What follows belongs to an exercise in optimizing a design on an open flow for small area and a short achievable clock period; a production flow would make more cautious choices. Where RTL was checked, it was by simulation tests only, not by an equivalence proof against the original. For runs 4 and 5, only the layout was checked, not whether the RTL still works. The flow treats the clock pin as an ideal source, which a real chip does not have.

==> flow/design.v <==
package cic_pkg;
  localparam int IN_WIDTH  = 18;
  localparam int OUT_WIDTH = 18;
  localparam int ACC_WIDTH = 42;
  function automatic int clog2_int(input int v);
    integer i;
    clog2_int = 0;
    for (i = 0; i < 31; i = i + 1) begin
      if ((1 << i) < v) clog2_int = i + 1;
    end
  endfunction
endpackage
module cic_round (
  input  logic [cic_pkg::ACC_WIDTH-1:0]  acc,
  input  logic [2:0]                     sel,
  output logic [cic_pkg::OUT_WIDTH-1:0]  slice,
  output logic                           rnd_bit
);
  always_comb begin
    case (sel)
      3'd0:    begin slice = acc[21:4];  rnd_bit = acc[3];  end
      3'd1:    begin slice = acc[25:8];  rnd_bit = acc[7];  end
      3'd2:    begin slice = acc[29:12]; rnd_bit = acc[11]; end
      3'd3:    begin slice = acc[33:16]; rnd_bit = acc[15]; end
      3'd4:    begin slice = acc[37:20]; rnd_bit = acc[19]; end
      default: begin slice = acc[41:24]; rnd_bit = acc[23]; end
    endcase
  end
endmodule
module cic_carry #(
  parameter int W    = 42,
  parameter int KIND = 0
) (
  input  logic [W-1:0] g0,
  input  logic [W-1:0] p0,
  input  logic         ci,
  output logic [W-1:0] c
);
  localparam int L = cic_pkg::clog2_int(W);
  logic [W-1:0] g [0:2*L+1];
  logic [W-1:0] p [0:2*L+1];
  assign g[0] = {g0[W-1:1], g0[0] | (p0[0] & ci)};
  assign p[0] = p0;
  generate
    if (KIND == 0) begin : g_sk
      for (genvar l = 0; l < L; l++) begin : lv
        for (genvar i = 0; i < W; i++) begin : bt
          if ((i >> l) & 1) begin : m
            localparam int J = ((i >> l) << l) - 1;
            assign g[l+1][i] = g[l][i] | (p[l][i] & g[l][J]);
            assign p[l+1][i] = p[l][i] & p[l][J];
          end else begin : k
            assign g[l+1][i] = g[l][i];
            assign p[l+1][i] = p[l][i];
          end
        end
      end
      assign c = {g[L][W-2:0], ci};
    end else if (KIND == 1) begin : g_ks
      for (genvar l = 0; l < L; l++) begin : lv
        for (genvar i = 0; i < W; i++) begin : bt
          if (i >= (1 << l)) begin : m
            assign g[l+1][i] = g[l][i] | (p[l][i] & g[l][i-(1<<l)]);
            assign p[l+1][i] = p[l][i] & p[l][i-(1<<l)];
          end else begin : k
            assign g[l+1][i] = g[l][i];
            assign p[l+1][i] = p[l][i];
          end
        end
      end
      assign c = {g[L][W-2:0], ci};
    end else if (KIND == 2) begin : g_bk
      for (genvar l = 0; l < L; l++) begin : up
        for (genvar i = 0; i < W; i++) begin : bt
          if ((i % (2 << l)) == (2 << l) - 1) begin : m
            assign g[l+1][i] = g[l][i] | (p[l][i] & g[l][i-(1<<l)]);
            assign p[l+1][i] = p[l][i] & p[l][i-(1<<l)];
          end else begin : k
            assign g[l+1][i] = g[l][i];
            assign p[l+1][i] = p[l][i];
          end
        end
      end
      for (genvar l = L - 2; l >= 0; l--) begin : dn
        for (genvar i = 0; i < W; i++) begin : bt
          if ((i % (2 << l)) == (1 << l) - 1 && i >= (2 << l)) begin : m
            assign g[2*L-1-l][i] = g[2*L-2-l][i] | (p[2*L-2-l][i] & g[2*L-2-l][i-(1<<l)]);
            assign p[2*L-1-l][i] = p[2*L-2-l][i] & p[2*L-2-l][i-(1<<l)];
          end else begin : k
            assign g[2*L-1-l][i] = g[2*L-2-l][i];
            assign p[2*L-1-l][i] = p[2*L-2-l][i];
          end
        end
      end
      assign c = {g[2*L-1][W-2:0], ci};
    end else begin : g_hc
      for (genvar l = 0; l < L; l++) begin : lv
        for (genvar i = 0; i < W; i++) begin : bt
          if (l == 0 && (i % 2) == 1) begin : m0
            assign g[l+1][i] = g[l][i] | (p[l][i] & g[l][i-1]);
            assign p[l+1][i] = p[l][i] & p[l][i-1];
          end else if (l > 0 && (i % 2) == 1 && i >= (1 << l) + 1) begin : m
            assign g[l+1][i] = g[l][i] | (p[l][i] & g[l][i-(1<<l)]);
            assign p[l+1][i] = p[l][i] & p[l][i-(1<<l)];
          end else begin : k
            assign g[l+1][i] = g[l][i];
            assign p[l+1][i] = p[l][i];
          end
        end
      end
      for (genvar i = 0; i < W; i++) begin : ev
        if ((i % 2) == 0 && i >= 2) begin : m
          assign g[L+1][i] = g[L][i] | (p[L][i] & g[L][i-1]);
        end else begin : k
          assign g[L+1][i] = g[L][i];
        end
      end
      assign c = {g[L+1][W-2:0], ci};
    end
  endgenerate
endmodule
module cic_add #(
  parameter int W    = 42,
  parameter int KIND = 0
) (
  input  logic [W-1:0] a,
  input  logic [W-1:0] b,
  input  logic         ci,
  output logic [W-1:0] s
);
  logic [W-1:0] c;
  cic_carry #(.W(W), .KIND(KIND)) u_c (.g0(a & b), .p0(a ^ b), .ci(ci), .c(c));
  assign s = a ^ b ^ c;
endmodule
module cic_acc #(
  parameter int W    = 42,
  parameter int KIND = 0
) (
  input  logic [W-1:0] a,
  input  logic [W-1:0] b,
  input  logic         en,
  output logic [W-1:0] d
);
  logic [W-1:0] c;
  cic_carry #(.W(W), .KIND(KIND)) u_c (.g0(a & b), .p0(a ^ b), .ci(1'b0), .c(c));
  assign d = a ^ ({W{en}} & (b ^ c));
endmodule
module cic_interpolator (
  input  logic                clock,
  input  logic                reset_n,
  input  logic [5:0]          interpolation,
  input  logic                clear_underflow,
  output logic                underflow,
  input  logic                out_strobe,
  input  logic                in_valid,
  input  logic signed [17:0]  in_data,
  output logic                in_ready,
  output logic                out_valid,
  output logic signed [17:0]  out_data
);
  localparam int AW   = cic_pkg::ACC_WIDTH;
  localparam int KIND  = 0;   
  localparam int AKIND = 2;   
  logic [5:0]          phase_q;
  logic                phase_nz_q;
  logic                phase_zero_q;      
  logic [17:0]         sample0_q, sample1_q;
  logic [18:0]         comb_last1_q;
  logic [19:0]         comb2_q, comb_last2_q;
  logic [20:0]         comb3_q, comb_last3_q;
  logic [21:0]         comb4_q, comb_last4_q;
  logic [21:0]         integ1_q;
  logic [AW-1:0]       integ2_q, integ3_q, integ4_q, integ5_q;
  logic [17:0]         out_slice_q;
  logic [5:0]          out_carry_q;
  logic                out_valid_q;
  logic                underflow_q;
  logic                load_tick;
  logic                wrap;
  logic [17:0]         x;
  logic [18:0]         comb1;
  logic [19:0]         csa_s, csa_c;
  logic [19:0]         comb2_d;
  logic [20:0]         comb3_d;
  logic [21:0]         comb4_d;
  logic [AW-1:0]       integ2_d, integ3_d, integ4_d, integ5_d;
  logic [2:0]          slice_sel;
  logic [17:0]         slice;
  logic                rnd_bit;
  assign load_tick = out_strobe && !phase_nz_q;
  assign x         = in_valid ? in_data : 18'd0;
  assign wrap      = ({1'b0, phase_q} + 7'd1) >= {1'b0, interpolation};
  cic_add #(.W(19), .KIND(KIND)) u_comb1 (
    .a({sample0_q[17], sample0_q}), .b(~{sample1_q[17], sample1_q}), .ci(1'b1), .s(comb1));
  always_comb begin
    logic [19:0] a, b, c;
    a = {{2{sample0_q[17]}}, sample0_q};
    b = ~{{2{sample1_q[17]}}, sample1_q};
    c = ~{comb_last1_q[18], comb_last1_q};
    csa_s = a ^ b ^ c;
    csa_c = {(a[18:0] & b[18:0]) | (a[18:0] & c[18:0]) | (b[18:0] & c[18:0]), 1'b1};
  end
  cic_add #(.W(20), .KIND(KIND)) u_comb2 (.a(csa_s), .b(csa_c), .ci(1'b1), .s(comb2_d));
  cic_add #(.W(21), .KIND(KIND)) u_comb3 (
    .a({comb2_q[19], comb2_q}), .b(~{comb_last2_q[19], comb_last2_q}), .ci(1'b1), .s(comb3_d));
  cic_add #(.W(22), .KIND(KIND)) u_comb4 (
    .a({comb3_q[20], comb3_q}), .b(~{comb_last3_q[20], comb_last3_q}), .ci(1'b1), .s(comb4_d));
  cic_acc #(.W(AW), .KIND(AKIND)) u_acc2 (
    .a(integ2_q), .b({{(AW-22){integ1_q[21]}}, integ1_q}), .en(out_strobe), .d(integ2_d));
  cic_acc #(.W(AW), .KIND(AKIND)) u_acc3 (.a(integ3_q), .b(integ2_q), .en(out_strobe), .d(integ3_d));
  cic_acc #(.W(AW), .KIND(AKIND)) u_acc4 (.a(integ4_q), .b(integ3_q), .en(out_strobe), .d(integ4_d));
  cic_acc #(.W(AW), .KIND(AKIND)) u_acc5 (.a(integ5_q), .b(integ4_q), .en(out_strobe), .d(integ5_d));
  always_comb begin
    if (interpolation < 6'd2 || interpolation > 6'd40) slice_sel = 3'd5;
    else if (interpolation <= 6'd2)  slice_sel = 3'd0;
    else if (interpolation <= 6'd4)  slice_sel = 3'd1;
    else if (interpolation <= 6'd8)  slice_sel = 3'd2;
    else if (interpolation <= 6'd16) slice_sel = 3'd3;
    else if (interpolation <= 6'd32) slice_sel = 3'd4;
    else                             slice_sel = 3'd5;
  end
  cic_round u_round (
    .acc     (integ5_q),
    .sel     (slice_sel),
    .slice   (slice),
    .rnd_bit (rnd_bit)
  );
  always_ff @(posedge clock or negedge reset_n) begin
    if (!reset_n) begin
      phase_q      <= '0;
      phase_nz_q   <= 1'b0;
      phase_zero_q <= 1'b1;
      sample0_q    <= '0;
      sample1_q    <= '0;
      comb_last1_q <= '0;
      comb2_q      <= '0;
      comb_last2_q <= '0;
      comb3_q      <= '0;
      comb_last3_q <= '0;
      comb4_q      <= '0;
      comb_last4_q <= '0;
      integ1_q     <= '0;
      integ2_q     <= '0;
      integ3_q     <= '0;
      integ4_q     <= '0;
      integ5_q     <= '0;
      out_valid_q  <= 1'b0;
      underflow_q  <= 1'b0;
    end else begin
      if (out_strobe) begin
        phase_q    <= wrap ? 6'd0 : phase_q + 6'd1;
        phase_nz_q   <= !wrap;
        phase_zero_q <= wrap;
      end
      integ2_q <= integ2_d;
      integ3_q <= integ3_d;
      integ4_q <= integ4_d;
      integ5_q <= integ5_d;
      if (load_tick) begin
        sample0_q    <= x;
        sample1_q    <= sample0_q;
        comb_last1_q <= comb1;
        comb2_q      <= comb2_d;
        comb_last2_q <= comb2_q;
        comb3_q      <= comb3_d;
        comb_last3_q <= comb3_q;
        comb4_q      <= comb4_d;
        comb_last4_q <= comb4_q;
        integ1_q     <= comb_last4_q;
      end
      out_valid_q <= out_strobe;
      if (load_tick && !in_valid) underflow_q <= 1'b1;
      else if (clear_underflow)   underflow_q <= 1'b0;
    end
  end
  always_ff @(posedge clock) begin
    out_slice_q    <= slice;
    out_carry_q[0] <= rnd_bit;
    out_carry_q[1] <= rnd_bit & (&slice[2:0]);
    out_carry_q[2] <= rnd_bit & (&slice[5:0]);
    out_carry_q[3] <= rnd_bit & (&slice[8:0]);
    out_carry_q[4] <= rnd_bit & (&slice[11:0]);
    out_carry_q[5] <= rnd_bit & (&slice[14:0]);
  end
  assign in_ready  = out_strobe && phase_zero_q;
  assign out_valid = out_valid_q;
  assign out_data  = {out_slice_q[17:15] + 3'(out_carry_q[5]),
                      out_slice_q[14:12] + 3'(out_carry_q[4]),
                      out_slice_q[11:9]  + 3'(out_carry_q[3]),
                      out_slice_q[8:6]   + 3'(out_carry_q[2]),
                      out_slice_q[5:3]   + 3'(out_carry_q[1]),
                      out_slice_q[2:0]   + 3'(out_carry_q[0])};
  assign underflow = underflow_q;
endmodule
==> flow/flow/run.sh <==
#!/bin/bash
# Standard ORFS layout (the standard.sh) with these changes:
#  - synthesis maps with flow/abc_area.script, ORFS's abc_area.script
#    without its "buffer -c" and "upsize -c" steps (placement-time repair
#    sizes and buffers instead);
#    ORFS's scripts are copied to scripts_mod/ with only that file replaced
#  - clock tree synthesis without dummy loads, with clkbuf_8 buffers and
#    sink clusters of up to 14 flip-flops
#  - buf_2 as the port buffer
#  - a tighter internal repair target on in_ready (flow/pre_cts.tcl)
# Make's output goes to flow_make.log.
set -euo pipefail
rm -rf scripts_mod
cp -r "$FLOW_HOME/scripts" scripts_mod
cp flow/abc_area.script scripts_mod/abc_area.script
bash standard.sh \
  "SCRIPTS_DIR=$PWD/scripts_mod" \
  "CTS_ARGS=-sink_clustering_enable -repair_clock_nets -dont_use_dummy_load -sink_clustering_size 14 -sink_clustering_max_diameter 60 -buf_list sky130_fd_sc_hd__clkbuf_8" \
  "BUFFER_PORTS_ARGS=-buffer_cell sky130_fd_sc_hd__buf_2" \
  "PRE_CTS_TCL=$PWD/flow/pre_cts.tcl" \
  finish > flow_make.log 2>&1
==> flow/flow/abc_area.script <==
strash
dch
map -B 0.9
topo
stime -c
dnsize -c
==> flow/flow/pre_cts.tcl <==
set_output_delay 1.65 -clock [get_clocks core_clock] [get_ports in_ready]
==> flow/standard.sh <==
#!/bin/bash
# synth_recipe.tcl (not shown) runs the flow's synth.tcl, then flattens the netlist and writes it again
# the make line also repeats each setting of config.mk as NAME=value (left out here)
make -C /OpenROAD-flow-scripts/flow DESIGN_CONFIG=/design/flow/config.mk WORK_HOME=/design/flow/orfs CLKGATE_MAP_FILE= SYNTH_SCRIPT=/design/flow/synth_recipe.tcl "${@:-finish}"
==> flow/config.mk <==
export PLATFORM = sky130hd
export DESIGN_NAME = cic_interpolator
export DESIGN_NICKNAME = cic_interpolator
export VERILOG_FILES = /design/flow/design.v
export SDC_FILE = /design/flow/constraint.sdc
export NUM_CORES = 4
export LEC_CHECK = 0
export ABC_AREA = 1
export CAP_MARGIN = 20
export CORE_MARGIN = 2
export CORE_UTILIZATION = 60
export PLACE_DENSITY = 0.7
export SETUP_SLACK_MARGIN = 3.5
export SLEW_MARGIN = 20
==> flow/constraint.sdc <==
create_clock -name core_clock -period 6.5 [get_ports {clock}]
set_input_delay 1.3000 -clock core_clock [delete_from_list [all_inputs] [get_ports {clock}]]
set_output_delay 1.3000 -clock core_clock [all_outputs]
set_load 0.01 [all_outputs]
==> qor.txt, run 1 <==
First-pass GRT wire length -> 91400 um
Initial cell density of the core -> 61.01%
Largest net degree at the start of global routing -> 214
Dpl cell area -> 26790 sq um
Register area -> 10020 sq um
Final Wtd Congestion -> 0.8785
Worst rel slew slack -> 30.80%
Chip Height -> 210.8 um
Commonest cells in the netlist -> nand2_1 (772), clkinv_1 (423), dfrtp_1 (380)
Compound-cell area share of the yosys netlist -> 12.64%
Post-synth ARST share -> 94.07%
Number of cells on the worst reg-to-reg path -> 14
HPWL Detailed -> 35670 um
Metal-1 WL -> 23190 um
Vias in the first global route -> 20142
FF+latch count, synth -> 405
Residual DRC count -> 0
Crit-path max FO -> 2
Outcome -> complete, no violations
Layout Cells excl Fill -> 3807
Sequential fraction of the synthesis area -> 39.05%
Place WS -> 2.639 ns
TritonCTS clock tree -> yes
Main combinational cell family by area after synthesis -> simple AND/OR/NAND/NOR gates
Clock latency (worst-skew pair) -> 0.64 ns
Clock Sinks -> 405
Global-route usage over all layers -> 24.43%
Distinct cell type count after synthesis -> 33
Synth Instances -> 3133
Hold_ws -> 0.4359 ns
Clock slew at reported path FFs -> 0.09 ns
Syn nets -> 3453
Worst slew pin tran -> 1.038 ns
Clock Skews -> 0.06800 ns
R2R Path Start -> sample1_q[2]$_DFFE_PN0P_
Design Area, Final -> 28160 sq um
Cells taking the most area after synthesis -> dfrtp_1 (37%), ha_1 (12%), nand2_1 (11%)
Crit. End Element -> output pin
Final wirelength -> 52510 um
Final Max Tran Viols -> 0
Core box area -> 42040 sq um
Worst setup path startpoint -> out_strobe
DR WL met2 -> 26250 um
Top-count cell post-synth -> nand2_1
Xor/xnor share of the synthesized area -> 8.093%
Worst path arrival time -> 1.71 ns
Top_reg_cell synth -> dfrtp_1
Met3 routed WL -> 1740 um
Layout fillers -> 3568
Antenna-violating nets left -> 0
Vias per cell -> 5.445
# rows -> 75
Post-route minimum period -> 3.356 ns
DR top layer -> met4
Synth-to-Final Area Change -> 9.791%
Crit path launch type -> input port
TritonCTS Buffers -> 41
Initial antenna violation count -> 0
Warnings, synthesis -> 17
First-pass DRT Iterations -> 5
EDFF count, synth -> 0
Area occupied by multi-input gates -> 14470 sq um
Share of cells above drive strength 1 -> 7.191%
Max Clk Rate -> 297.9 MHz
Hold_buf cts -> 0
Mapped Area -> 25650 sq um
Tcrit/Tclk final -> 51.64%
IO Pins -> 50
Worst setup margin -> 3.144 ns
Die Area -> 44420 sq um
Drt wl/cell -> 13.79 um
Worst path required time -> 4.85 ns
Worst R2R Setup Slack -> 3.53 ns
Number of I/O port buffers -> 49
Final Setup Violations -> 0
RSZ-0062 raised after global routing -> yes
Final hold violations -> 0
Worst r2r dst -> comb2_q[16]$_DFFE_PN0P_
Share of the synthesized area in the top cell type -> 37.07%
Die width -> 210.8 um
Final core utilization -> 66.98%
Cells after DPL -> 3727
Final setup TNS -> 0 ns
Detailed-route via count -> 20728
Final net count -> 3590
Worst Hold Class -> reg -> reg
Post-Synth Adder-Cell Area -> 15.31%
Simple-gate area share of the yosys netlist -> 18.68%
Crit path kind -> in -> out
Crit path capture -> in_ready
Number of max-cap violations -> 0
1st-iter DRT viols -> 1061
GRT Residual Overflow -> 0
Leading area contributor after synthesis -> dfrtp_1
Antenna cells -> 0
Mean Syn Cell Area -> 8.187 sq um
Mux cell area share after synthesis -> 0.03903%
timing repair:
| item | 4_1_cts | 5_1_grt |
|---|---|---|
| endpoints found under the setup margin | 25 | 100 |
| pin swaps | 12 | 33 |
| setup buffers | 16 | 19 |
| gates resized for setup | 41 | 79 |
| gates cloned | 3 | 1 |
registers in the layout, summed over array words and instances, names as in the netlist, 6 cells and up:
signal	flops
comb4_q	22
out_slice_q	18
integ4_q	42
sample1_q	18
comb2_q	20
out_carry_q	6
phase_q	6
comb_last3_q	21
comb_last2_q	20
integ2_q	42
comb3_q	21
comb_last4_q	22
sample0_q	18
comb_last1_q	19
integ1_q	22
integ5_q	42
integ3_q	42
logic make-up after synthesis:
family	Yosys count
compound gates	601
fa+ha+maj	291
simple gates	1175
xor+xnor	237
mux	1
flops	405
buf+inv	423
layer usage:
| metal | track usage, % | vias to the layer above |
|---|---|---|
| met2 | 44.16 | 273 |
| li1 | - | 10608 |
| met4 | 6.581 | 0 |
| met5 | 0 | - |
| met1 | 30.57 | 9757 |
| met3 | 3.583 | 90 |
layout by cell type (no fill, tap or decap), types with 20 or more instances in the layout:
| master | n |
|---|---|
| nand2_1 | 744 |
| clkinv_1 | 405 |
| dfrtp_1 | 380 |
| o21ai_0 | 263 |
| ha_1 | 249 |
| a21oi_1 | 209 |
| nand3_1 | 197 |
| xor2_1 | 166 |
| nor2_1 | 136 |
| xnor2_1 | 70 |
| buf_2 | 46 |
| clkbuf_8 | 41 |
| fa_1 | 31 |
| buf_4 | 30 |
| a21o_1 | 28 |
| dfxtp_1 | 24 |
| nand4_1 | 23 |
| nand2_2 | 22 |
| nor3_1 | 20 |
how the worst min path moves through the flow:
stage,startpoint,to,slack (ns),depth (start not counted)
after floorplan,comb4_q[14]$_DFFE_PN0P_,comb4_q[14]$_DFFE_PN0P_,0.44,2
after global placement,comb_last4_q[3]$_DFFE_PN0P_,comb_last4_q[3]$_DFFE_PN0P_,0.45,2
after detailed placement,comb_last4_q[3]$_DFFE_PN0P_,comb_last4_q[3]$_DFFE_PN0P_,0.46,2
after CTS,comb4_q[11]$_DFFE_PN0P_,comb_last4_q[11]$_DFFE_PN0P_,0.44,2
after global routing,comb4_q[14]$_DFFE_PN0P_,comb_last4_q[14]$_DFFE_PN0P_,0.48,2
final,comb4_q[11]$_DFFE_PN0P_,comb_last4_q[11]$_DFFE_PN0P_,0.44,2
critical path, cell delays in order:
cell and delay, ns:
buf_16 0.11, buf_16 0.12, nand2_4 0.05, inv_4 0.03
buf_6 0.10
area by class of cell:
cell class / instances / area share (%)
sequential: 405 / 35.57
timing repair buffer: 93 / 2.808
inverter: 423 / 5.825
tap: 539 / 2.395
multi-input combinational: 2306 / 51.40
clock buffer: 41 / 2.004
==> run 2: changes to the inputs <==
--- a/flow/flow/run.sh
+++ b/flow/flow/run.sh
@@ -3,4 +3,3 @@
 #  - synthesis maps with flow/abc_area.script, ORFS's abc_area.script
-#    without its "buffer -c" and "upsize -c" steps (placement-time repair
-#    sizes and buffers instead);
+#    without its "buffer -c" step (placement-time repair buffers instead);
 #    ORFS's scripts are copied to scripts_mod/ with only that file replaced
==> flow/flow/abc_area.script (replaced) <==
strash
dch
map -B 0.9
topo
stime -c
upsize -c
dnsize -c
--- a/flow/config.mk
+++ b/flow/config.mk
@@ -10,4 +10,4 @@
 export CORE_MARGIN = 2
-export CORE_UTILIZATION = 60
-export PLACE_DENSITY = 0.7
+export CORE_UTILIZATION = 70
+export PLACE_DENSITY = 0.78
 export SETUP_SLACK_MARGIN = 3.5
==> run 2 against run 1 <==
Net effect:
- non-clock buffer count down 4
- sequential share of layout area up 0.22 points
- largest cell class unchanged
- worst hold slack better by 0.032 ns
- fmax down 0.30%
- still clean
- clock skew down 0.011 ns
- register-to-register slack better by 0.06 ns
==> qor.txt, run 2 <==
Outcome -> complete, no violations
Distinct cell type count after synthesis -> 38 (+15%)
EDFF count, synth -> 0 (unchanged)
Crit-path max FO -> 2 (unchanged)
Dpl cell area -> 26730 sq um (-0.23%)
Final Max Tran Viols -> 0 (unchanged)
Hold_buf cts -> 0 (unchanged)
Clock Sinks -> 405 (unchanged)
Final Wtd Congestion -> 0.8777 (about the same)
Crit. End Element -> output pin
Post-route minimum period -> 3.367 ns (+0.01013 ns)
Final hold violations -> 0 (unchanged)
Final core utilization -> 76.82% (+9.8 points)
Register area -> 10020 sq um (unchanged)
Tcrit/Tclk final -> 51.79% (+0.16 points)
Share of cells above drive strength 1 -> 7.018% (-0.17 points)
Initial cell density of the core -> 70.61% (+9.6 points)
Post-synth ARST share -> 94.07% (unchanged)
Warnings, synthesis -> 17 (unchanged)
Antenna cells -> 0 (unchanged)
Vias in the first global route -> 20694 (+2.7%)
Commonest cells in the netlist -> nand2_1 (772), clkinv_1 (421), dfrtp_1 (380)
Worst path required time -> 4.85 ns (about the same)
Final Setup Violations -> 0 (unchanged)
First-pass GRT wire length -> 92030 um (+0.69%)
1st-iter DRT viols -> 900 (-15%)
Antenna-violating nets left -> 0 (unchanged)
Global-route usage over all layers -> 28.62% (+4.2 points)
Area occupied by multi-input gates -> 14460 sq um (about the same)
Clock slew at reported path FFs -> 0.09 ns (about the same)
Worst path arrival time -> 1.72 ns (about the same)
Layout fillers -> 2616 (-27%)
Initial antenna violation count -> 0 (unchanged)
RSZ-0062 raised after global routing -> yes
Sequential fraction of the synthesis area -> 38.93% (-0.12 points)
GRT Residual Overflow -> 0 (unchanged)
Final wirelength -> 52800 um (+0.55%)
Worst Hold Class -> reg -> reg
Die Area -> 38300 sq um (-14%)
Crit path kind -> in -> out
Worst setup margin -> 3.133 ns (-0.01013 ns)
Synth Instances -> 3133 (unchanged)
Mapped Area -> 25730 sq um (+0.31%)
Detailed-route via count -> 20887 (+0.77%)
Final net count -> 3585 (-0.14%)
Cells after DPL -> 3656 (-1.9%)
FF+latch count, synth -> 405 (unchanged)
# rows -> 70 (-6.7%)
Mean Syn Cell Area -> 8.212 sq um (+0.31%)
Crit path launch type -> input port
Layout Cells excl Fill -> 3731 (-2.0%)
Chip Height -> 195.7 um (-7.1%)
First-pass DRT Iterations -> 5 (unchanged)
Place WS -> 2.675 ns (+0.03628 ns)
Drt wl/cell -> 14.15 um (+2.6%)
Clock Skews -> 0.05651 ns (-0.01148 ns)
Cells taking the most area after synthesis -> dfrtp_1 (37%), ha_1 (12%), nand2_1 (11%)
Worst slew pin tran -> 0.9675 ns (-0.07052 ns)
Clock latency (worst-skew pair) -> 0.64 ns (about the same)
Core box area -> 36430 sq um (-13%)
HPWL Detailed -> 35700 um (about the same)
Top_reg_cell synth -> dfrtp_1
IO Pins -> 50 (unchanged)
Residual DRC count -> 0 (unchanged)
Largest net degree at the start of global routing -> 195 (-8.9%)
Syn nets -> 3453 (unchanged)
Most common cell after layout, fill and taps aside -> nand2_1
Vias per cell -> 5.598 (+2.8%)
Commonest non-fill, non-tap cells in the layout -> nand2_1 (742), clkinv_1 (408), dfrtp_1 (380)
Leading area contributor after synthesis -> dfrtp_1
Worst rel slew slack -> 35.50% (+4.7 points)
TritonCTS Buffers -> 40 (-2.4%)
Final setup TNS -> 0 ns (unchanged)
Max Clk Rate -> 297.0 MHz (-0.30%)
TritonCTS clock tree -> yes
Share of the synthesized area in the top cell type -> 36.96% (-0.12 points)
Synth-to-Final Area Change -> 8.787%
Design Area, Final -> 27990 sq um (-0.60%)
Die width -> 195.7 um (-7.1%)
Top-count cell post-synth -> nand2_1
Number of I/O port buffers -> 49 (unchanged)
Number of max-cap violations -> 0 (unchanged)
## run 2: worst paths after layout
kind	startpoint	endpoint	slack (ns)	cells after the start
worst max register to register	sample1_q[2]$_DFFE_PN0P_	comb2_q[16]$_DFFE_PN0P_	3.59	14
worst min-delay path	comb4_q[14]$_DFFE_PN0P_	comb_last4_q[14]$_DFFE_PN0P_	0.47	2
worst max-delay path	out_strobe	in_ready	3.13	5
max in group asynchronous	reset_n	sample1_q[13]$_DFFE_PN0P_	4.39	2
worst min register to register	comb4_q[14]$_DFFE_PN0P_	comb_last4_q[14]$_DFFE_PN0P_	0.47	2
min in group asynchronous	reset_n	phase_nz_q$_DFFE_PN0P_	0.74	1
## run 2: logic make-up after synthesis
group / count (synthesis) / share of synthesized area [%]
compound gates: 601 / 12.64
flops: 405 / 38.93
buf+inv: 423 / 6.376
mux: 1 / 0.03891
xor+xnor: 237 / 8.068
simple gates: 1175 / 18.68
fa+ha+maj: 291 / 15.26
## run 2: layout make-up
type | instances | share of cell area, %
clock buffer | 40 | 1.967
inverter | 423 | 5.887
multi-input combinational | 2306 | 51.67
sequential | 405 | 35.78
tap | 468 | 2.092
timing repair buffer | 89 | 2.602
## run 2: worst max-delay path, cell delays in order
cell and delay [ns]:
buf_16 0.11, buf_16 0.12, nand2_4 0.06, inv_4 0.03
buf_6 0.10
## run 2: per-layer routing
layer  part of all wire (%)  GRT usage [%]  wire length [um]
met1                     43          35.49             22930
met5                      0              0                 0
met4                    3.8          10.94              2000
met3                    3.5          4.091              1845
met2                     49          50.95             26020
## run 2: stage by stage
step | hold slack (ns)
global placement | 0.4559
floorplan | 0.4422
detailed placement | 0.4586
global route | 0.4923
CTS | 0.4646
finish | 0.4679
## run 2: timing repair
item	4_1_cts	5_1_grt
gates resized for setup	30	74
setup endpoints to repair	20	60
pin swaps	9	25
buffers inserted	12	19
cloned	3	1
==> run 3: changes to the inputs <==
--- a/flow/config.mk
+++ b/flow/config.mk
@@ -10,4 +10,4 @@
 export CORE_MARGIN = 2
-export CORE_UTILIZATION = 70
-export PLACE_DENSITY = 0.78
+export CORE_UTILIZATION = 60
+export PLACE_DENSITY = 0.7
 export SETUP_SLACK_MARGIN = 3.5
==> run 3 against run 2 <==
Net effect:
- still clean
- first-iteration DRC count is 11% higher
- sequential cell count did not move
- via count shrank 1.2%
- final cell count up 1.8%
- sequential share of layout area barely moved
- count of clock-buffer cells in the layout is 1 higher
==> qor.txt, run 3 <==
Cells taking the most area after synthesis -> dfrtp_1 (37%), ha_1 (12%), nand2_1 (11%)
Worst Hold Class -> reg -> reg
Crit. End Element -> output pin
Sequential fraction of the synthesis area -> 38.93% (unchanged)
Commonest non-fill, non-tap cells in the layout -> nand2_1 (749), clkinv_1 (409), dfrtp_1 (380)
Chip Height -> 211.1 um (+7.8%)
Final Max Tran Viols -> 0 (unchanged)
Post-synth ARST share -> 94.07% (unchanged)
Share of cells above drive strength 1 -> 6.810% (-0.21 points)
First-pass GRT wire length -> 90770 um (-1.4%)
Crit path launch type -> input port
Warnings, synthesis -> 17 (unchanged)
Worst path arrival time -> 1.59 ns (-0.13 ns)
Cells after DPL -> 3726 (+1.9%)
Clock slew at reported path FFs -> 0.09 ns (about the same)
Top_reg_cell synth -> dfrtp_1
Drt wl/cell -> 13.72 um (-3.0%)
Antenna-violating nets left -> 0 (unchanged)
Final hold violations -> 0 (unchanged)
Worst slew pin tran -> 0.9610 ns (-0.006444 ns)
Commonest cells in the netlist -> nand2_1 (772), clkinv_1 (421), dfrtp_1 (380)
HPWL Detailed -> 36360 um (+1.8%)
Syn nets -> 3453 (unchanged)
Leading area contributor after synthesis -> dfrtp_1
Initial antenna violation count -> 0 (unchanged)
FF+latch count, synth -> 405 (unchanged)
Initial cell density of the core -> 61.06% (-9.6 points)
GRT Residual Overflow -> 0 (unchanged)
IO Pins -> 50 (unchanged)
Hold_buf cts -> 0 (unchanged)
Final Wtd Congestion -> 0.8854 (+0.88%)
Die Area -> 44550 sq um (+16%)
Crit path kind -> in -> out
Final wirelength -> 52140 um (-1.2%)
Number of I/O port buffers -> 49 (unchanged)
Synth Instances -> 3133 (unchanged)
Largest net degree at the start of global routing -> 200 (+2.6%)
TritonCTS clock tree -> yes
Max Clk Rate -> 308.9 MHz (+4.0%)
Clock latency (worst-skew pair) -> 0.64 ns (about the same)
Antenna cells -> 0 (unchanged)
Distinct cell type count after synthesis -> 38 (unchanged)
Number of max-cap violations -> 0 (unchanged)
Mapped Area -> 25730 sq um (unchanged)
Vias in the first global route -> 20319 (-1.8%)
Top-count cell post-synth -> nand2_1
Worst path required time -> 4.85 ns (about the same)
TritonCTS Buffers -> 41 (+2.5%)
Clock Sinks -> 405 (unchanged)
Worst R2R Setup Slack -> 3.55 ns (-0.04 ns)
Post-route minimum period -> 3.238 ns (-0.1289 ns)
Crit-path max FO -> 2 (unchanged)
Most common cell after layout, fill and taps aside -> nand2_1
Outcome -> complete, no violations
EDFF count, synth -> 0 (unchanged)
Layout Cells excl Fill -> 3799 (+1.8%)
Detailed-route via count -> 20634 (-1.2%)
Share of the synthesized area in the top cell type -> 36.96% (unchanged)
Die width -> 211.1 um (+7.8%)
1st-iter DRT viols -> 1003 (+11%)
Final setup TNS -> 0 ns (unchanged)
Global-route usage over all layers -> 24.17% (-4.5 points)
Mean Syn Cell Area -> 8.212 sq um (unchanged)
Clock Skews -> 0.07243 ns (+0.01591 ns)
Final Setup Violations -> 0 (unchanged)
Vias per cell -> 5.431 (-3.0%)
Worst rel slew slack -> 35.93% (+0.43 points)
Final core utilization -> 66.36% (-10 points)
Core box area -> 42130 sq um (+16%)
Synth-to-Final Area Change -> 8.671%
# rows -> 75 (+7.1%)
First-pass DRT Iterations -> 8 (+3)
Residual DRC count -> 0 (unchanged)
Final net count -> 3582 (-0.084%)
Tcrit/Tclk final -> 49.81% (-2.0 points)
Layout fillers -> 3521 (+35%)
RSZ-0062 raised after global routing -> yes
run 3: routing by layer:
| layer | up-vias | part of all wire (%) | GRT usage [%] | wire, um |
|---|---|---|---|---|
| li1 | 10617 | - | - | - |
| met1 | 9654 | 45 | 30.12 | 23600 |
| met2 | 267 | 49 | 43.30 | 25500 |
| met3 | 96 | 3.1 | 3.613 | 1594 |
| met4 | 0 | 2.8 | 7.358 | 1447 |
| met5 | - | 0 | 0 | 0 |
run 3: cell type report:
cell class	instances	area [sq um]	area share (%)
Inverter	423	1650	5.903
Tap cell	539	674.4	2.412
Multi-Input combinational cell	2306	14450	51.67
Clock buffer	41	564.3	2.018
Sequential cell	405	10020	35.83
Timing Repair Buffer	85	606.8	2.170
run 3: logic make-up after synthesis:
group,after synthesis,share of synthesized area (%)
simple gates,1175,18.68
compound gates,601,12.64
buf+inv,423,6.376
flops,405,38.93
fa+ha+maj,291,15.26
xor+xnor,237,8.068
mux,1,0.03891
run 3: worst paths after layout:
check                                            start                           end  cells after the start
setup / recovery                            out_strobe                      in_ready                      4
hold / removal                 comb4_q[11]$_DFFE_PN0P_  comb_last4_q[11]$_DFFE_PN0P_                      2
setup reg to reg           comb_last1_q[1]$_DFFE_PN0P_       comb2_q[14]$_DFFE_PN0P_                     19
hold reg to reg                comb4_q[11]$_DFFE_PN0P_  comb_last4_q[11]$_DFFE_PN0P_                      2
max in group asynchronous                      reset_n   comb_last1_q[3]$_DFFE_PN0P_                      2
min in group asynchronous                      reset_n        phase_q[4]$_DFFE_PN0P_                      1
run 3: timing repair:
item                       CTS  global route
pin swaps                   12            30
setup endpoints to repair   18            54
resized for setup           34            68
gates cloned                 0             1
setup buffers               12            19
run 3: worst max-delay path, stage by stage:
cell and delay [ns]:
buf_16 0.10, nand2_4 0.05, inv_4 0.03, buf_6 0.10
run 3: metrics by stage:
stage | instance area (sq um) | hold slack, ns | setup WS, ns
6_report | 27960 | 0.4715 | 3.262
5_1_grt | 27960 | 0.4987 | 3.257
4_1_cts | 27590 | 0.4791 | 3.247
3_5_place_dp | 26810 | 0.4589 | 2.746
3_3_place_gp | 26810 | 0.4536 | 2.758
2_1_floorplan | 25800 | 0.4422 | 3.084
==> run 4: changes to the inputs <==
--- a/flow/design.v
+++ b/flow/design.v
@@ -161,3 +161,3 @@
   localparam int AW   = cic_pkg::ACC_WIDTH;
-  localparam int KIND  = 0;   
+  localparam int KIND  = 1;   
   localparam int AKIND = 2;   
==> run 4 against run 3 <==
Net effect:
- non-clock buffer count decreased by 6
- sequential share of layout area decreased by 1.8 points
- first-iteration DRC count increased by 37%
- clock skew is 0.022 ns lower
- fmax is 0.15% lower
- final cell count increased by 9.9%
- synthesized cell count increased by 10%
- die area up 4.9%
- critical path type unchanged
- largest cell class unchanged
==> qor.txt, run 4 <==
Most common cell after layout, fill and taps aside -> nand2_1
Cells along the critical path -> buf_16 > nand2_4 > inv_4 > buf_6
Clock Sinks -> 405 (unchanged)
IO Pins -> 50 (unchanged)
Hold_buf cts -> 0 (unchanged)
Warnings, synthesis -> 17 (unchanged)
Final core utilization -> 66.45% (+0.093 points)
Initial cell density of the core -> 60.95% (-0.12 points)
Detailed-route via count -> 23127 (+12%)
Worst r2r dst -> comb2_q[16]$_DFFE_PN0P_
Final hold violations -> 0 (unchanged)
Leading area contributor after synthesis -> dfrtp_1
Worst setup margin -> 3.258 ns (-0.004770 ns)
Post-route minimum period -> 3.242 ns (+0.004770 ns)
Synth-to-Final Area Change -> 9.033%
Max Clk Rate -> 308.4 MHz (-0.15%)
Layout Cells excl Fill -> 4175 (+9.9%)
1st-iter DRT viols -> 1374 (+37%)
First-pass DRT Iterations -> 5 (-3)
Worst Hold Class -> reg -> reg
First-pass GRT wire length -> 109900 um (+21%)
Worst rel slew slack -> 42.14% (+6.2 points)
Clock latency (worst-skew pair) -> 0.61 ns (-0.03 ns)
Initial antenna violation count -> 0 (unchanged)
Final wirelength -> 65480 um (+26%)
EDFF count, synth -> 0 (unchanged)
Number of cells on the worst reg-to-reg path -> 12 (-7)
Share of the synthesized area in the top cell type -> 35.21% (-1.8 points)
Final net count -> 3893 (+8.7%)
Mapped Area -> 27010 sq um (+5.0%)
Area occupied by multi-input gates -> 15660 sq um (+8.4%)
Crit path capture -> in_ready
Vias in the first global route -> 22044 (+8.5%)
Cells after DPL -> 4108 (+10%)
Number of I/O port buffers -> 49 (unchanged)
Clock Skews -> 0.05039 ns (-0.02203 ns)
Distinct cell type count after synthesis -> 42 (+11%)
Post-synth ARST share -> 94.07% (unchanged)
Cells taking the most area after synthesis -> dfrtp_1 (35%), nand2_1 (13%), ha_1 (12%)
Final Wtd Congestion -> 0.9131 (+3.1%)
Largest net degree at the start of global routing -> 199 (-0.50%)
Sequential fraction of the synthesis area -> 37.08% (-1.8 points)
Die Area -> 46730 sq um (+4.9%)
Crit-path max FO -> 3 (+1)
Tcrit/Tclk final -> 49.88% (+0.073 points)
Drt wl/cell -> 15.68 um (+14%)
Slowest Stage Delay on Critical Path -> 0.10 ns (about the same)
Layout fillers -> 3676 (+4.4%)
TritonCTS Buffers -> 40 (-2.4%)
Crit. End Element -> output pin
Chip Height -> 216.2 um (+2.4%)
# rows -> 77 (+2.7%)
Worst slew pin tran -> 0.8679 ns (-0.09315 ns)
Final Setup Violations -> 0 (unchanged)
Crit path kind -> in -> out
Worst path arrival time -> 1.59 ns (about the same)
CP max-delay cell -> buf_16
Register area -> 10030 sq um (+0.14%)
Top_reg_cell synth -> dfrtp_1
Global-route usage over all layers -> 28.41% (+4.2 points)
Mean Syn Cell Area -> 7.804 sq um (-5.0%)
Crit path launch type -> input port
FF+latch count, synth -> 405 (unchanged)
Clock slew at reported path FFs -> 0.09 ns (about the same)
Worst setup path startpoint -> out_strobe
Top-count cell post-synth -> nand2_1
Residual DRC count -> 0 (unchanged)
Antenna cells -> 0 (unchanged)
TritonCTS clock tree -> yes
Number of max-cap violations -> 0 (unchanged)
Vias per cell -> 5.539 (+2.0%)
HPWL Detailed -> 48220 um (+33%)
Final Max Tran Viols -> 0 (unchanged)
Hold Crit Depth -> 2 (unchanged)
Commonest non-fill, non-tap cells in the layout -> nand2_1 (924), clkinv_1 (456), dfrtp_1 (371)
Die width -> 216.2 um (+2.4%)
Share of cells above drive strength 1 -> 7.591% (+0.78 points)
Place WS -> 2.652 ns (-0.09443 ns)
R2R Path Start -> sample0_q[3]$_DFFE_PN0P_
Synth Instances -> 3461 (+10%)
Worst path required time -> 4.85 ns (about the same)
Commonest cells in the netlist -> nand2_1 (956), clkinv_1 (473), dfrtp_1 (380)
GRT Residual Overflow -> 0 (unchanged)
Final setup TNS -> 0 ns (unchanged)
RSZ-0062 raised after global routing -> yes
Worst R2R Setup Slack -> 3.60 ns (+0.05 ns)
Syn nets -> 3769 (+9.2%)
Core box area -> 44320 sq um (+5.2%)
Outcome -> complete, no violations
Antenna-violating nets left -> 0 (unchanged)
[run 4: cell count changes in the layout (fill, tap and decap cells not counted), moves of 11 or more]
cell / previous run / this run
nand4_1: 23 / 47
fa_1: 32 / 19
nand2_1: 749 / 924
nand3_1: 199 / 283
a21oi_1: 207 / 196
o21ai_0: 255 / 220
o21ai_1: 17 / 32
xor2_1: 166 / 148
or2_2: 3 / 31
nor2_1: 134 / 111
a21o_1: 28 / 44
clkinv_1: 409 / 456
[run 4: layout make-up]
type	instances	area share, %
Clock buffer	40	1.869
Inverter	475	6.267
Multi-Input combinational cell	2584	53.18
Sequential cell	405	34.06
Tap cell	592	2.515
Timing Repair Buffer	79	2.103
[run 4: timing repair]
action | in CTS | in global routing
gates cloned | 2 | 3
gates resized for setup | 23 | 92
pin swaps | 4 | 19
setup endpoints to repair | 38 | 59
setup buffers | 3 | 19
[run 4: routing by layer]
layer / up-vias / global-route usage [%] / share of wire (%)
li1: 11727 / - / -
met1: 10854 / 40.99 / 48
met2: 453 / 46.11 / 46
met3: 93 / 2.807 / 3.8
met4: 0 / 7.237 / 2.2
met5: - / 0 / 0
[run 4: critical path: cells and delay by family]
kind	cells	cell delay (ns)
AND/OR/NAND/NOR	1	0.05
buffers and inverters	3	0.23
[run 4: how the worst min path moves through the flow]
stage                            startpoint                          end  slack (ns)
2_1_floorplan   comb_last4_q[0]$_DFFE_PN0P_  comb_last4_q[0]$_DFFE_PN0P_        0.44
3_3_place_gp    comb_last4_q[0]$_DFFE_PN0P_  comb_last4_q[0]$_DFFE_PN0P_        0.45
3_5_place_dp    comb_last4_q[0]$_DFFE_PN0P_  comb_last4_q[0]$_DFFE_PN0P_        0.46
4_1_cts        comb_last4_q[15]$_DFFE_PN0P_     integ1_q[15]$_DFFE_PN0P_        0.44
5_1_grt        comb_last4_q[15]$_DFFE_PN0P_     integ1_q[15]$_DFFE_PN0P_        0.48
6_report       comb_last4_q[15]$_DFFE_PN0P_     integ1_q[15]$_DFFE_PN0P_        0.45
[run 4: logic make-up (layout without fill, tap and decap cells)]
family / after synthesis / count (layout) / synth area share, %
adders and majority gates: 279 / 279 / 13.54
xor gates and xnor gates: 222 / 222 / 7.199
and+or+nand+nor: 1471 / 1472 / 22.76
AOI/OAI and AO/OA: 608 / 610 / 12.59
muxes: 1 / 1 / 0.03706
DFF: 405 / 405 / 37.08
buffers and inverters: 475 / 594 / 6.796
[run 4: per-stage QoR]
| step | hold WS, ns | cell area (sq um) |
|---|---|---|
| floorplan | 0.4422 | 27130 |
| global placement | 0.4544 | 28210 |
| global route | 0.4753 | 29450 |
| detailed placement | 0.4584 | 28210 |
| finish | 0.4478 | 29450 |
| CTS | 0.4391 | 28920 |
==> run 5: changes to the inputs <==
--- a/flow/design.v
+++ b/flow/design.v
@@ -161,3 +161,3 @@
   localparam int AW   = cic_pkg::ACC_WIDTH;
-  localparam int KIND  = 1;   
+  localparam int KIND  = 0;   
   localparam int AKIND = 2;   
@@ -202,3 +202,3 @@
   end
-  cic_add #(.W(20), .KIND(KIND)) u_comb2 (.a(csa_s), .b(csa_c), .ci(1'b1), .s(comb2_d));
+  cic_add #(.W(20), .KIND(1)) u_comb2 (.a(csa_s), .b(csa_c), .ci(1'b1), .s(comb2_d));
   cic_add #(.W(21), .KIND(KIND)) u_comb3 (
==> run 5 against run 4 <==
Net effect:
- still clean on timing, DRC and antenna
- clock skew increased by 0.011 ns
- worst setup slack got worse by 0.0011 ns
- utilization up 0.16 points
- non-clock buffer count grew 5
- critical endpoint unchanged
- largest cell class unchanged
==> qor.txt, run 5 <==
Outcome -> complete, no violations
Worst Hold Class -> reg -> reg
Die width -> 213.8 um (-1.1%)
Synth-to-Final Area Change -> 9.109% (about the same)
Worst slew pin tran -> 0.8914 ns (+0.02350 ns)
Drt wl/cell -> 14.61 um (-6.9%)
Number of I/O port buffers -> 49 (unchanged)
Post-route minimum period -> 3.243 ns (+0.001050 ns)
Number of max-cap violations -> 0 (unchanged)
Clock slew at reported path FFs -> 0.08 ns (about the same)
Mean Syn Cell Area -> 8.022 sq um (+2.8%)
Compound-cell area share of the yosys netlist -> 12.07% (-0.52 points)
Hold_buf cts -> 0 (unchanged)
Crit path kind -> in -> out
Largest net degree at the start of global routing -> 204 (+2.5%)
Main combinational cell family by area after synthesis -> simple AND/OR/NAND/NOR gates
Final core utilization -> 66.61% (+0.16 points)
Xor/xnor share of the synthesized area -> 7.261% (+0.062 points)
Commonest non-fill, non-tap cells in the layout -> nand2_1 (785), clkinv_1 (476), dfrtp_1 (379)
Top_reg_cell synth -> dfrtp_1
TritonCTS Buffers -> 41 (+2.5%)
Core box area -> 43270 sq um (-2.4%)
Final hold violations -> 0 (unchanged)
EDFF count, synth -> 0 (unchanged)
Antenna cells -> 0 (unchanged)
Cells after DPL -> 3934 (-4.2%)
1st-iter DRT viols -> 1066 (-22%)
Hold_ws -> 0.4800 ns (+0.03221 ns)
Leading area contributor after synthesis -> dfrtp_1
Antenna-violating nets left -> 0 (unchanged)
IO Pins -> 50 (unchanged)
Share of the synthesized area in the top cell type -> 36.00% (+0.79 points)
Initial cell density of the core -> 61.05% (+0.11 points)
Synth Instances -> 3293 (-4.9%)
Clock Sinks -> 405 (unchanged)
Warnings, synthesis -> 17 (unchanged)
Vias in the first global route -> 21367 (-3.1%)
Worst rel slew slack -> 40.44% (-1.7 points)
Worst path required time -> 4.85 ns (about the same)
Simple-gate area share of the yosys netlist -> 20.95% (-1.8 points)
Distinct cell type count after synthesis -> 42 (unchanged)
Final wirelength -> 58520 um (-11%)
Tcrit/Tclk final -> 49.90% (about the same)
Crit-path max FO -> 3 (unchanged)
Crit. End Element -> output pin
Clock Skews -> 0.06095 ns (+0.01056 ns)
Layout Cells excl Fill -> 4006 (-4.0%)
Commonest cells in the netlist -> nand2_1 (819), clkinv_1 (488), dfrtp_1 (380)
Global-route usage over all layers -> 26.40% (-2.0 points)
Initial antenna violation count -> 0 (unchanged)
Chip Height -> 213.8 um (-1.1%)
Detailed-route via count -> 21853 (-5.5%)
TritonCTS clock tree -> yes
Syn nets -> 3610 (-4.2%)
Area occupied by multi-input gates -> 14960 sq um (-4.5%)
Post-synth ARST share -> 94.07% (unchanged)
First-pass GRT wire length -> 98930 um (-10%)
# rows -> 76 (-1.3%)
GRT Residual Overflow -> 0 (unchanged)
Final net count -> 3740 (-3.9%)
Worst path arrival time -> 1.59 ns (about the same)
Most common cell after layout, fill and taps aside -> nand2_1
Post-Synth Adder-Cell Area -> 14.61% (+1.1 points)
Sequential fraction of the synthesis area -> 37.92% (+0.83 points)
First-pass DRT Iterations -> 5 (unchanged)
Clock latency (worst-skew pair) -> 0.64 ns (+0.03 ns)
Final Max Tran Viols -> 0 (unchanged)
HPWL Detailed -> 40700 um (-16%)
Share of cells above drive strength 1 -> 7.512% (-0.079 points)
Register area -> 10020 sq um (-0.14%)
Final Setup Violations -> 0 (unchanged)
FF+latch count, synth -> 405 (unchanged)
Cells taking the most area after synthesis -> dfrtp_1 (36%), ha_1 (12%), nand2_1 (12%)
Final setup TNS -> 0 ns (unchanged)
Crit path launch type -> input port
Max Clk Rate -> 308.3 MHz (about the same)
Final Wtd Congestion -> 0.8430 (-7.7%)
Mapped Area -> 26420 sq um (-2.2%)
Mux cell area share after synthesis -> 0.03789% (+0.00083 points)
Layout fillers -> 3614 (-1.7%)
Die Area -> 45720 sq um (-2.2%)
Top-count cell post-synth -> nand2_1
RSZ-0062 raised after global routing -> yes
Residual DRC count -> 0 (unchanged)
Vias per cell -> 5.455 (-1.5%)
==> run 5: stage by stage <==
step	setup slack (ns)	area, sq um
2_1_floorplan	3.176	26510
3_3_place_gp	2.509	27580
3_5_place_dp	2.450	27580
4_1_cts	3.245	28450
5_1_grt	3.249	28820
6_report	3.257	28820
==> run 5: cell type report <==
type / count / area share, %
Clock buffer: 41 / 1.958
Inverter: 490 / 6.616
Multi-Input combinational cell: 2401 / 51.89
Sequential cell: 405 / 34.76
Tap cell: 585 / 2.540
Timing Repair Buffer: 84 / 2.240
==> run 5: layer usage <==
metal | track usage [%] | vias up | routed length, um
met4 | 9.004 | 0 | 1683
met1 | 33.01 | 10310 | 26110
met3 | 2.885 | 100 | 1728
li1 | - | 11127 | -
met2 | 47.55 | 316 | 29000
met5 | 0 | - | 0
==> run 5: worst paths after layout <==
check,from,end,cells after the start,slack (ns)
worst max register to register,sample0_q[3]$_DFFE_PN0P_,comb2_q[16]$_DFFE_PN0P_,12,3.61
worst min-delay path,comb4_q[1]$_DFFE_PN0P_,comb_last4_q[1]$_DFFE_PN0P_,2,0.48
worst min register to register,comb4_q[1]$_DFFE_PN0P_,comb_last4_q[1]$_DFFE_PN0P_,2,0.48
max in group asynchronous,reset_n,integ4_q[30]$_DFF_PN0_,2,4.55
worst max-delay path,out_strobe,in_ready,4,3.26
min in group asynchronous,reset_n,phase_q[5]$_DFFE_PN0P_,1,0.68
==> run 5: kinds of logic (layout without fill, tap and decap cells) <==
kind of cell               Yosys count  count (layout)
buffers and inverters              490             615
xor gates and xnor gates           219             219
adders and majority gates          288             288
DFF                                405             405
AOI/OAI and AO/OA                  575             576
muxes                                1               1
and+or+nand+nor                   1315            1317
==> run 5: timing repair <==
action	4_1_cts	5_1_grt
gates cloned	4	1
buffers inserted	9	17
pin swaps	9	13
endpoints found under the setup margin	203	67
gates resized for setup	39	68
==> run 5: critical path, cell delays in order <==
cell	delay [ns]
buf_16	0.10
nand2_4	0.05
inv_4	0.03
buf_6	0.11
==> run 6: changes to the inputs <==
--- a/flow/design.v
+++ b/flow/design.v
@@ -202,3 +202,3 @@
   end
-  cic_add #(.W(20), .KIND(1)) u_comb2 (.a(csa_s), .b(csa_c), .ci(1'b1), .s(comb2_d));
+  cic_add #(.W(20), .KIND(KIND)) u_comb2 (.a(csa_s), .b(csa_c), .ci(1'b1), .s(comb2_d));
   cic_add #(.W(21), .KIND(KIND)) u_comb3 (
--- a/flow/flow/run.sh
+++ b/flow/flow/run.sh
@@ -8,3 +8,2 @@
 #  - buf_2 as the port buffer
-#  - a tighter internal repair target on in_ready (flow/pre_cts.tcl)
 # Make's output goes to flow_make.log.
@@ -18,3 +17,2 @@
   "BUFFER_PORTS_ARGS=-buffer_cell sky130_fd_sc_hd__buf_2" \
-  "PRE_CTS_TCL=$PWD/flow/pre_cts.tcl" \
   finish > flow_make.log 2>&1
--- a/flow/config.mk
+++ b/flow/config.mk
@@ -12,3 +12,3 @@
 export PLACE_DENSITY = 0.7
-export SETUP_SLACK_MARGIN = 3.5
+export SETUP_SLACK_MARGIN = 3.58
 export SLEW_MARGIN = 20
removed: flow/flow/pre_cts.tcl
==> run 6 against run 5 <==
Net effect:
- area after synthesis fell by 2.6%
- worst hold slack lost 0.0038 ns
- sequential cell count did not move
- final area decreased by 1.7%
- final cell count shrank 4.6%
- critical path depth is the same
==> qor.txt, run 6 <==
Outcome -> complete, no violations
Clock latency (worst-skew pair) -> 0.63 ns (about the same)
Simple-gate area share of the yosys netlist -> 18.68% (-2.3 points)
Cells taking the most area after synthesis -> dfrtp_1 (37%), ha_1 (12%), nand2_1 (11%)
Met2 usage -> 43.60% (-3.9 points)
Residual DRC count -> 0 (unchanged)
Number of max-cap violations -> 0 (unchanged)
Tcrit/Tclk final -> 44.64% (-5.3 points)
Crit path launch type -> input port
Design Area, Final -> 28330 sq um (-1.7%)
Hold Path End -> comb_last4_q[5]$_DFFE_PN0P_
Leading area contributor after synthesis -> dfrtp_1
Top-count cell post-synth -> nand2_1
Most common cell after layout, fill and taps aside -> nand2_1
Post-synth ARST share -> 94.07% (unchanged)
Chip Height -> 211.1 um (-1.3%)
Compound-cell area share of the yosys netlist -> 12.64% (+0.58 points)
Global-route usage over all layers -> 24.52% (-1.9 points)
Grt met1 use -> 31.22% (-1.8 points)
Worst setup path startpoint -> out_strobe
Worst slew pin tran -> 0.8849 ns (-0.006476 ns)
Detailed-route via count -> 20719 (-5.2%)
R2R Path Start -> sample1_q[3]$_DFFE_PN0P_
Worst Hold Class -> reg -> reg
First-pass GRT wire length -> 92180 um (-6.8%)
Clock Skews -> 0.03704 ns (-0.02391 ns)
Final Max Tran Viols -> 0 (unchanged)
Core box area -> 42130 sq um (-2.6%)
Final Setup Violations -> 0 (unchanged)
Largest net degree at the start of global routing -> 195 (-4.4%)
TritonCTS clock tree -> yes
Sequential fraction of the synthesis area -> 38.93% (+1.0 points)
IO Pins -> 50 (unchanged)
Worst path required time -> 5.20 ns (+0.35 ns)
Hold Startpoint -> comb_last4_q[5]$_DFFE_PN0P_
Max Clk Rate -> 344.6 MHz (+12%)
Clock Sinks -> 405 (unchanged)
Mux cell area share after synthesis -> 0.03890% (+0.0010 points)
Crit. End Element -> output pin
Initial cell density of the core -> 61.06% (about the same)
Distinct cell type count after synthesis -> 38 (-9.5%)
Top_reg_cell synth -> dfrtp_1
Met3 Resource Use GR -> 3.524% (+0.64 points)
Layout Cells excl Fill -> 3820 (-4.6%)
Commonest cells in the netlist -> nand2_1 (772), clkinv_1 (421), dfrtp_1 (380)
Warnings, synthesis -> 17 (unchanged)
Final setup TNS -> 0 ns (unchanged)
Xor/xnor share of the synthesized area -> 8.068% (+0.81 points)
Die Area -> 44550 sq um (-2.6%)
Worst path arrival time -> 1.60 ns (about the same)
Worst R2R Setup Slack -> 3.61 ns (about the same)
Worst rel slew slack -> 41.01% (+0.57 points)
Antenna-violating nets left -> 0 (unchanged)
Number of I/O port buffers -> 49 (unchanged)
EDFF count, synth -> 0 (unchanged)
GRT Residual Overflow -> 0 (unchanged)
Hold Crit Depth -> 2 (unchanged)
Worst r2r dst -> comb2_q[16]$_DFFE_PN0P_
Dpl cell area -> 26810 sq um (-2.8%)
GRT Max-Usage Layer -> met2
Final hold violations -> 0 (unchanged)
Final net count -> 3602 (-3.7%)
1st-iter DRT viols -> 1054 (-1.1%)
Cells after DPL -> 3726 (-5.3%)
Share of cells above drive strength 1 -> 8.445% (+0.93 points)
Vias in the first global route -> 20401 (-4.5%)
# rows -> 75 (-1.3%)
FF+latch count, synth -> 405 (unchanged)
Layout fillers -> 3497 (-3.2%)
First-pass DRT Iterations -> 7 (+2)
Crit path kind -> in -> out
Number of cells on the worst reg-to-reg path -> 14 (+2)
Main combinational cell family by area after synthesis -> simple AND/OR/NAND/NOR gates
Root Buffer -> clkbuf_8
Mean Syn Cell Area -> 8.212 sq um (+2.4%)
Initial antenna violation count -> 1 (+1)
Crit-path max FO -> 2 (-1)
Synth-to-Final Area Change -> 10.12%
TritonCTS Buffers -> 41 (unchanged)
HPWL Detailed -> 36620 um (-10%)
Die width -> 211.1 um (-1.3%)
RSZ-0062 raised after global routing -> yes
Final Wtd Congestion -> 0.8980 (+6.5%)
# H-tree levels -> 2
Clock slew at reported path FFs -> 0.08 ns (about the same)
Vias per cell -> 5.424 (-0.57%)
Syn nets -> 3453 (-4.3%)
Synth Instances -> 3133 (-4.9%)
Drt wl/cell -> 14.07 um (-3.7%)
Commonest non-fill, non-tap cells in the layout -> nand2_1 (732), clkinv_1 (404), dfrtp_1 (377)
Post-route minimum period -> 2.902 ns (-0.3419 ns)
Mapped Area -> 25730 sq um (-2.6%)
Clock Path Buffers -> 3
Final wirelength -> 53770 um (-8.1%)
Post-Synth Adder-Cell Area -> 15.26% (+0.65 points)
Hold_buf cts -> 0 (unchanged)
Share of the synthesized area in the top cell type -> 36.96% (+0.96 points)
## run 6: cell count changes after synthesis, moves of 15 or more
cell	before	now
clkinv_1	488	421
o21ai_0	254	269
a21o_1	43	28
nand4_1	50	23
nand2_1	819	772
or2_2	25	4
a21oi_1	178	217
nor2_1	119	140
nand3_1	271	205
## run 6: stage by stage
stage          hold slack [ns]  utilization, %  setup WS (ns)
2_1_floorplan           0.4422               -          3.084
3_3_place_gp            0.4535           63.63          2.792
3_5_place_dp            0.4609           63.63          2.731
4_1_cts                 0.4807           65.68          3.488
5_1_grt                 0.5058           67.24          3.432
6_report                0.4761           67.24          3.598
## run 6: kinds of logic after synthesis
kind of cell    after synthesis
simple gates               1175
compound gates              601
buf+inv                     423
flops                       405
fa+ha+maj                   291
xor+xnor                    237
mux                           1
## run 6: how the worst max path moves through the flow
stage | to | slack (ns) | depth (start not counted)
global placement | out_carry_q[4]$_DFF_P_ | 2.79 | 15
detailed placement | out_carry_q[5]$_DFF_P_ | 2.73 | 10
finish | in_ready | 3.60 | 4
floorplan | comb_last1_q[18]$_DFFE_PN0P_ | 3.08 | 5
global route | comb2_q[16]$_DFFE_PN0P_ | 3.43 | 14
CTS | comb4_q[17]$_DFFE_PN0P_ | 3.49 | 13
## run 6: what timing repair did
action | CTS | global route
pin swaps | 16 | 33
buffers inserted | 16 | 31
setup endpoints to repair | 32 | 79
cloned | 0 | 5
resized for setup | 49 | 101
## run 6: critical path, stage by stage
cell,delay (ns)
buf_16,0.10
nand2_4,0.04
clkinv_2,0.04
buf_6,0.11
## run 6: routing by layer
layer / wire [um] / share of wire, % / vias to the layer above
met4: 1126 / 2.1 / 0
li1: - / - / 10642
met3: 1801 / 3.3 / 90
met5: 0 / 0 / -
met1: 24200 / 45 / 9686
met2: 26640 / 50 / 301
## run 6: layout make-up
| cell class | instances | area [sq um] | area share [%] |
|---|---|---|---|
| inverters | 423 | 1654 | 5.838 |
| multi-input cells | 2308 | 14610 | 51.56 |
| clock buffers | 41 | 564.3 | 1.992 |
| repair buffers | 103 | 802.0 | 2.831 |
| well taps | 539 | 674.4 | 2.380 |
| flip-flops and latches | 405 | 10030 | 35.39 |
| diodes | 1 | 2.502 | 0.008832 |

[static timing again, ports no longer ideal]
How much do the figures lean on ideal ports? The routed layout below was timed once more, with nothing changed but the port constraints.
Step 1 sets driving cells, clkbuf_16 on the clock port and buf_2 on the other inputs (assumed; they add their load-dependent delay and slew).
Step 2 adds t to the input delays and takes it off the output delays; t is the mean of the earliest and latest rising clock arrival at the registers after step 1. Input paths then give back, and output paths get back, about the clock's delay inside the block.
Slacks: ideal / step 1 / step 2; pairs: ideal / step 1.
run: run 6
t (ns): 0.665
setup WS [ns]: 3.598 / 3.533 / 2.942
pins driven straight from the clock port: 1
After both steps run 6 still meets setup and hold. The setup slack of run 6 moves by -0.065 ns with the drivers and by -0.656 ns with both steps.
